This design comes from an exercise in tuning for small area, a short achievable clock period and few clock cycles per item on the open sky130 flow, not from production work.
In this exercise RTL edits were held to simulation tests only and were not proved equivalent to the original.
Power is estimated from default activity; no workload was simulated.

File: design/flow/run.sh
#!/bin/bash
# synth_recipe.tcl (not shown) runs the flow's synth.tcl, then flattens the netlist and writes it again
# the make line also repeats each setting of config.mk as NAME=value (left out here)
make -C /OpenROAD-flow-scripts/flow DESIGN_CONFIG=/design/flow/config.mk WORK_HOME=/design/flow/orfs CLKGATE_MAP_FILE= SYNTH_SCRIPT=/design/flow/synth_recipe.tcl finish
File: design/flow/config.mk
export PLATFORM = sky130hd
export DESIGN_NAME = consistent_hash_ring_lookup
export DESIGN_NICKNAME = consistent_hash_ring_lookup
export VERILOG_FILES = /design/flow/design.v
export SDC_FILE = /design/flow/constraint.sdc
export NUM_CORES = 4
export LEC_CHECK = 0
export CAP_MARGIN = 20
export CORE_MARGIN = 2
export CORE_UTILIZATION = 40
export SLEW_MARGIN = 20
File: design/flow/constraint.sdc
create_clock -name core_clock -period 6.0 [get_ports {clk_i}]
set_input_delay 1.2000 -clock core_clock [delete_from_list [all_inputs] [get_ports {clk_i}]]
set_output_delay 1.2000 -clock core_clock [all_outputs]
set_load 0.01 [all_outputs]
File: design/flow/design.v
`default_nettype none
package chrl_pkg;
  localparam int unsigned MAX_NODES_DEF = 16;
  localparam int unsigned HASH_BITS_DEF = 64;
  localparam int unsigned TAG_BITS_DEF  = 8;
  localparam int unsigned IN_HASH_W = 64;
  localparam int unsigned IN_TAG_W  = 8;
  localparam int unsigned IN_DATA_W = IN_HASH_W + IN_TAG_W;
  localparam int unsigned IN_USER_W = 1;
  localparam int unsigned OUT_STATUS_W = 2;
  localparam int unsigned OUT_OWNER_W  = 8;
  localparam int unsigned OUT_COUNT_W  = 5;
  localparam int unsigned OUT_USED_W   = OUT_STATUS_W + OUT_OWNER_W + OUT_COUNT_W;
  localparam int unsigned OUT_DATA_W   = ((OUT_USED_W + 7) / 8) * 8;
  localparam int unsigned OUT_OWNER_LO = OUT_STATUS_W;
  localparam int unsigned OUT_COUNT_LO = OUT_STATUS_W + OUT_OWNER_W;
  localparam logic OP_JOIN   = 1'b0;
  localparam logic OP_LOOKUP = 1'b1;
  localparam logic [OUT_STATUS_W-1:0] STAT_OK    = 2'd0;
  localparam logic [OUT_STATUS_W-1:0] STAT_EMPTY = 2'd1;
  localparam logic [OUT_STATUS_W-1:0] STAT_FULL  = 2'd2;
  typedef enum logic [1:0] {
    ST_IDLE,
    ST_LOOK,
    ST_JOIN,
    ST_FIN
  } chrl_state_e;
endpackage
`default_nettype wire
`default_nettype none
module chrl_ram #(
  parameter int unsigned WIDTH = 8,
  parameter int unsigned DEPTH = 16
) (
  input  logic                     clk_i,
  input  logic                     we_i,
  input  logic [$clog2(DEPTH)-1:0] waddr_i,
  input  logic [WIDTH-1:0]         wdata_i,
  input  logic [$clog2(DEPTH)-1:0] raddr_i,
  output logic [WIDTH-1:0]         rdata_o
);
  logic [WIDTH-1:0] mem_q [DEPTH];
  logic [WIDTH-1:0] rdata_q;
  always_ff @(posedge clk_i) begin
    if (we_i) begin
      mem_q[waddr_i] <= wdata_i;
    end
    rdata_q <= mem_q[raddr_i];
  end
  assign rdata_o = rdata_q;
endmodule
`default_nettype wire
`default_nettype none
import chrl_pkg::*;
module consistent_hash_ring_lookup #(
  parameter int unsigned MAX_NODES = chrl_pkg::MAX_NODES_DEF,
  parameter int unsigned HASH_BITS = chrl_pkg::HASH_BITS_DEF,
  parameter int unsigned TAG_BITS  = chrl_pkg::TAG_BITS_DEF
) (
  input  logic                             clk_i,
  input  logic                             rst_ni,
  input  logic                             s_axis_tvalid,
  output logic                             s_axis_tready,
  input  logic [chrl_pkg::IN_DATA_W-1:0]   s_axis_tdata,
  input  logic [chrl_pkg::IN_USER_W-1:0]   s_axis_tuser,
  output logic                             m_axis_tvalid,
  input  logic                             m_axis_tready,
  output logic [chrl_pkg::OUT_DATA_W-1:0]  m_axis_tdata
);
  localparam int unsigned IDX_W  = $clog2(MAX_NODES);
  localparam int unsigned CNT_W  = $clog2(MAX_NODES + 1);
  localparam int unsigned WORD_W = HASH_BITS + TAG_BITS;
  localparam logic [CNT_W-1:0] CNT_MAX = CNT_W'(MAX_NODES);
  localparam logic [CNT_W-1:0] CNT_ONE = CNT_W'(1);
  chrl_pkg::chrl_state_e state_q, state_d;
  logic [CNT_W-1:0]        count_q, count_d;     
  logic [CNT_W-1:0]        idx_q, idx_d;         
  logic                    pend_q, pend_d;       
  logic [TAG_BITS-1:0]     wrap_q, wrap_d;       
  logic [OUT_STATUS_W-1:0] res_status_q, res_status_d;
  logic [TAG_BITS-1:0]     res_owner_q, res_owner_d;
  logic [HASH_BITS-1:0]    hash_q;
  logic [TAG_BITS-1:0]     tag_q;
  logic                    out_valid_q, out_valid_d;
  logic [OUT_STATUS_W-1:0] out_status_q, out_status_d;
  logic [OUT_OWNER_W-1:0]  out_owner_q, out_owner_d;
  logic [OUT_COUNT_W-1:0]  out_count_q, out_count_d;
  logic                    ram_we;
  logic [IDX_W-1:0]        ram_waddr;
  logic [WORD_W-1:0]       ram_wdata;
  logic [IDX_W-1:0]        ram_raddr;
  logic [WORD_W-1:0]       ram_rdata;
  logic [HASH_BITS-1:0]    rd_hash;
  logic [TAG_BITS-1:0]     rd_tag;
  logic                    rd_hit;
  logic                    in_accept;
  assign rd_hash   = ram_rdata[HASH_BITS-1:0];
  assign rd_tag    = ram_rdata[WORD_W-1:HASH_BITS];
  assign rd_hit    = (rd_hash >= hash_q);
  assign in_accept = s_axis_tvalid && s_axis_tready;
  chrl_ram #(
    .WIDTH (WORD_W),
    .DEPTH (MAX_NODES)
  ) u_ram (
    .clk_i   (clk_i),
    .we_i    (ram_we),
    .waddr_i (ram_waddr),
    .wdata_i (ram_wdata),
    .raddr_i (ram_raddr),
    .rdata_o (ram_rdata)
  );
  always_comb begin
    state_d      = state_q;
    count_d      = count_q;
    idx_d        = idx_q;
    pend_d       = pend_q;
    wrap_d       = wrap_q;
    res_status_d = res_status_q;
    res_owner_d  = res_owner_q;
    out_status_d = out_status_q;
    out_owner_d  = out_owner_q;
    out_count_d  = out_count_q;
    out_valid_d  = out_valid_q && !m_axis_tready;
    ram_we       = 1'b0;
    ram_waddr    = idx_q[IDX_W-1:0];
    ram_wdata    = {tag_q, hash_q};
    ram_raddr    = idx_q[IDX_W-1:0];
    s_axis_tready = (state_q == ST_IDLE);
    unique case (state_q)
      ST_IDLE: begin
        if (s_axis_tvalid) begin
          pend_d       = 1'b0;
          res_owner_d  = '0;
          res_status_d = STAT_OK;
          if (s_axis_tuser[0] == OP_JOIN) begin
            if (count_q == CNT_MAX) begin
              res_status_d = STAT_FULL;
              state_d      = ST_FIN;
            end else begin
              idx_d   = count_q;
              state_d = ST_JOIN;
            end
          end else begin
            if (count_q == '0) begin
              res_status_d = STAT_EMPTY;
              state_d      = ST_FIN;
            end else begin
              idx_d   = '0;
              state_d = ST_LOOK;
            end
          end
        end
      end
      ST_LOOK: begin
        if (pend_q && rd_hit) begin
          res_owner_d = rd_tag;
          pend_d      = 1'b0;
          state_d     = ST_FIN;
        end else if (pend_q && (idx_q == count_q)) begin
          res_owner_d = (idx_q == CNT_ONE) ? rd_tag : wrap_q;
          pend_d      = 1'b0;
          state_d     = ST_FIN;
        end else begin
          ram_raddr = idx_q[IDX_W-1:0];
          idx_d     = idx_q + CNT_ONE;
          pend_d    = 1'b1;
        end
        if (pend_q && (idx_q == CNT_ONE)) begin
          wrap_d = rd_tag;
        end
      end
      ST_JOIN: begin
        if (!pend_q) begin
          if (idx_q == '0) begin
            ram_we    = 1'b1;
            count_d   = count_q + CNT_ONE;
            state_d   = ST_FIN;
          end else begin
            ram_raddr = IDX_W'(idx_q - CNT_ONE);
            pend_d    = 1'b1;
          end
        end else if (rd_hit) begin
          ram_we    = 1'b1;
          ram_wdata = ram_rdata;
          idx_d     = idx_q - CNT_ONE;
          if (idx_q > CNT_ONE) begin
            ram_raddr = IDX_W'(idx_q - CNT_W'(2));
            pend_d    = 1'b1;
          end else begin
            pend_d = 1'b0;
          end
        end else begin
          ram_we  = 1'b1;
          pend_d  = 1'b0;
          count_d = count_q + CNT_ONE;
          state_d = ST_FIN;
        end
      end
      ST_FIN: begin
        if (!out_valid_q || m_axis_tready) begin
          out_valid_d  = 1'b1;
          out_status_d = res_status_q;
          out_owner_d  = OUT_OWNER_W'(res_owner_q);
          out_count_d  = OUT_COUNT_W'(count_q);
          state_d      = ST_IDLE;
        end
      end
    endcase
  end
  always_ff @(posedge clk_i or negedge rst_ni) begin
    if (!rst_ni) begin
      state_q     <= ST_IDLE;
      count_q     <= '0;
      idx_q       <= '0;
      pend_q      <= 1'b0;
      out_valid_q <= 1'b0;
    end else begin
      state_q     <= state_d;
      count_q     <= count_d;
      idx_q       <= idx_d;
      pend_q      <= pend_d;
      out_valid_q <= out_valid_d;
    end
  end
  always_ff @(posedge clk_i) begin
    if (in_accept) begin
      hash_q <= s_axis_tdata[HASH_BITS-1:0];
      tag_q  <= TAG_BITS'(s_axis_tdata[IN_HASH_W +: IN_TAG_W]);
    end
    wrap_q       <= wrap_d;
    res_status_q <= res_status_d;
    res_owner_q  <= res_owner_d;
    out_status_q <= out_status_d;
    out_owner_q  <= out_owner_d;
    out_count_q  <= out_count_d;
  end
  assign m_axis_tvalid = out_valid_q;
  assign m_axis_tdata  = OUT_DATA_W'({out_count_q, out_owner_q, out_status_q});
endmodule
`default_nettype wire
==> flow_metrics.tcl <==
set metrics [dict create \
    outcome "timing/DRC/antenna clean" \
    synthArstFlopShare_pct 1.04 \
    synth_edf_count 1257 \
    die-width_um 364 \
    ff2ff_path_depth 11 \
    start_util_pct 40.1 \
    numPortBuffers 93 \
    synth.avg_cell_area_um2 19.9 \
    rsz0062_at_grt "no" \
    min-delay-start "res_status_q[1]$_SDFFCE_PP0P_" \
    placed_cell_area_um2 55600 \
    dp_slack_ns 1.07 \
    yosys_warnings 2 \
    clock_path_buffers 3 \
    drc_errors 0 \
    clock_power_share_pct 26.2 \
    relSlewSlack_pct 31.8 \
    ys_seq_elements 1343 \
    seqPwrFrac_pct 37.7 \
    synth_cell_type_count 64 \
    period_share_pct 82.9 \
    synth_top_area_cell "edfxtp_1" \
    whs_path_depth 0 \
    cap_violations 0 \
    grt_pass1_vias 26800 \
    ir_drop_v 0.000897 \
    grt_max_degree 124 \
    slew_viol_final 0 \
    p_switching_mw 10.2 \
    clkTransAtPathRegs_ns 0.06 \
    synth_nets 2756 \
    grt_pass1_wl_um 180000 \
    cp.arrival_ns 5.43 \
    fmax_ghz 0.201 \
    netlist_instances 2600 \
    firstDrtPassIters 8 \
    reg2reg_from "hash_q[46]$_DFFE_PP_" \
    antenna_found_initial 0 \
    r2r_end "u_ram.mem_q[11][66]$_DFFE_PP_" \
    r2r_slack_ns 1.03 \
    avgRoutedWirePerCell_um 26.3 \
    powerDensity_nw_per_um2 525 \
    worst-setup-path-type "register to register" \
    fin_crit_ns 4.97 \
    die_h_um 364 \
    synth_top_area_share_pct 72.9 \
    coreArea_um2 129000 \
    finClkSkew_ns 0.0259 \
    worst_slew_pin_slew_ns 1.01 \
    viasPerCell 5.53 \
    pwr-share-comb_pct 36.1 \
    drt_iter0_drc 2494 \
    end_kind "register" \
    synth_area_um2 51800 \
    p_int_mw 21.3 \
    dp_hpwl_um 62200 \
    setup_slack_ns 1.03 \
    ctsHoldBuffers 0 \
    clock_latency_ns 0.77 \
    io-pin-count 95 \
    yosys_most_used_dff "edfxtp_1" \
    critPathRequiredTime_ns 6.45 \
    cts_made_buffers 140 \
    finalHoldViolCount 0 \
    dieArea_um2 132000 \
    htreeDepth 4 \
    synthTopCellsByArea "edfxtp_1 (73%), mux4_2 (13%), dfxtp_1 (2.8%), nand3_1 (2.2%), ha_1 (1.9%)" \
    rows 132 \
    hold_end "out_status_q[1]$_DFFE_PP_" \
    cp_max_fo 23 \
    cellLeakagePower_nw 19.4 \
    hold_class "register to register" \
    area_growth_syn_to_layout_pct 15.9 \
    drive_above_1_share_pct 22.0 \
    grt-ovfl-total 0 \
    setup_tns_ns 0 \
    cts_tree "done" \
    cts_root_buf "clkbuf_16" \
    gp_congestion 0.805 \
    ant_nets 0 \
    num_vias 25900 \
    crit_path_start_kind "register" \
    stdcell_area_um2 60000 \
    fin_nets 2984 \
    cts_resized 0 \
    swShare_pct 32.4 \
    routed_wl_um 123000 \
    ys_seq_area_share_pct 76.4 \
    setup_viol 0 \
    synth_common_cells "edfxtp_1 (1257), mux4_2 (288), nand3_1 (226), nand2_1 (98)" \
    clock-sinks 1343 \
    track_usage_pct 18.8 \
    yosysMostFrequentCell "edfxtp_1" \
    n_antenna_cell 0 \
    post_cts_buffers 0 \
]
per-layer routing:
metal | GRT usage [%] | vias up | routed length [um] | part of all wire [%]
met4 | 5.85 | 0 | 3030 | 2.5
met5 | 0 | - | 0 | 0
met3 | 3.70 | 208 | 8370 | 6.8
met2 | 30.8 | 920 | 60000 | 49
met1 | 25.3 | 13700 | 51700 | 42
li1 | - | 11100 | - | -
worst max path at each step:
stage	to	from	cells past startpoint
final	u_ram.mem_q[11][66]$_DFFE_PP_	hash_q[46]$_DFFE_PP_	11
after floorplan	u_ram.mem_q[12][0]$_DFFE_PP_	state_q[0]$_DFFE_PN0P_	7
after global routing	u_ram.rdata_q[50]$_DFF_P_	hash_q[46]$_DFFE_PP_	14
after global placement	u_ram.rdata_q[50]$_DFF_P_	hash_q[61]$_DFFE_PP_	14
after detailed placement	u_ram.rdata_q[50]$_DFF_P_	hash_q[46]$_DFFE_PP_	14
after CTS	u_ram.rdata_q[50]$_DFF_P_	hash_q[46]$_DFFE_PP_	14
layout make-up:
| type | count | area, um^2 |
|---|---|---|
| flip-flops and latches | 1343 | 39500 |
| well taps | 1742 | 2180 |
| multi-input cells | 1043 | 11400 |
| inverters | 79 | 297 |
| fillers | 10700 | 69000 |
| clock inverters | 54 | 499 |
| repair buffers | 221 | 2190 |
| clock buffers | 207 | 3870 |
cells in the final DEF, fill, tap and decap left out, types with 5 or more instances in the layout:
master and n:
a221oi_1 7, clkbuf_1 57, nor2_4 16, o21ai_0 76, edfxtp_1 1257, o21ai_1 5
nand4_1 10, clkbuf_8 9, xnor2_1 8, mux2_2 10, clkbuf_16 141, nor3_1 5
buf_12 24, mux2i_1 10, a21oi_1 37, clkdlybuf4s50_1 93, nand3_1 226, inv_1 78
ha_1 79, clkinv_2 15, xor2_1 7, nand2_1 98, bufinv_16 5, mux4_2 288
clkinv_1 15, a22oi_1 72, dfrtp_1 14, nor2_1 24, inv_6 8, buf_4 104
dfxtp_1 72, clkinvlp_4 5
logic make-up after synthesis:
| family | Yosys count | synth area share [%] |
|---|---|---|
| mux | 308 | 12.9 |
| xor+xnor | 16 | 0.271 |
| other cells | 1 | 0.00724 |
| fa+ha+maj | 79 | 1.91 |
| simple gates | 405 | 3.73 |
| flops | 1343 | 76.4 |
| compound gates | 234 | 2.93 |
| buf+inv | 214 | 1.86 |
through the flow:
stage	power, mW	cells	hold WS, ns	util, %
CTS	31.9	4688	0.423	46.5
detailed placement	23.6	4427	0.409	43.1
finish	31.5	4689	0.419	46.5
floorplan	20.2	2600	0.400	-
global placement	23.3	4426	0.408	43.1
global route	33.1	4689	0.440	46.5
flip-flops by register name, summed over array words and instances, names as in the netlist, 5 cells and up:
name	flops
tag_q	8
u_ram.rdata_q	72
wrap_q	8
hash_q	64
out_count_q	5
idx_q	5
u_ram.mem_q	1152
count_q	5
out_owner_q	8
res_owner_q	8
power by group through the flow:
stage | logic, mW | clock network (mW) | registers [mW]
after floorplan | 8.32 | 0 | 11.9
after global placement | 11.3 | 0 | 12.0
after detailed placement | 11.5 | 0 | 12.1
after CTS | 11.6 | 8.45 | 11.9
after global routing | 12.3 | 8.80 | 11.9
final | 11.4 | 8.25 | 11.9
worst max-delay path, stage by stage, from the launching register on:
cell and delay, ns:
edfxtp_1 0.33, inv_1 0.06, ha_1 0.32, nand4_1 0.26
nor3_2 0.77, nand2_2 0.18, o41ai_1 0.50, a211oi_2 0.17
a21boi_1 0.58, and2_4 0.50, buf_4 0.44, mux2_2 0.52
Testbench counts, summed over its fixed seeds: cycles 314,619, items 32,000.

==> separate check: timing with driven ports <==
Ports are ideal in the flow. The routed layout listed here was re-timed in OpenROAD.
Step 1, drivers: a clkbuf_16 drives clk_i and a buf_2 each remaining input, both assumed.
Step 2 times the ports against the registers' clock, not the clock port: input delays grow and output delays shrink by t, the midpoint of the rising clock arrivals with the driver on.
Slacks: ideal / step 1 / step 2; pairs: ideal / step 1.
t, ns: 0.829
setup WS [ns]: 1.028 / 1.028 / 1.028
hold slack, ns: 0.419 / 0.419 / 0.419
worst setup path at the end: register to register
worst slew at a driven data input, ns: 0.06
After both steps this run still meets setup and hold. For this run, drivers alone change the setup slack by 0.000 ns; drivers and shift together by 0.000 ns.
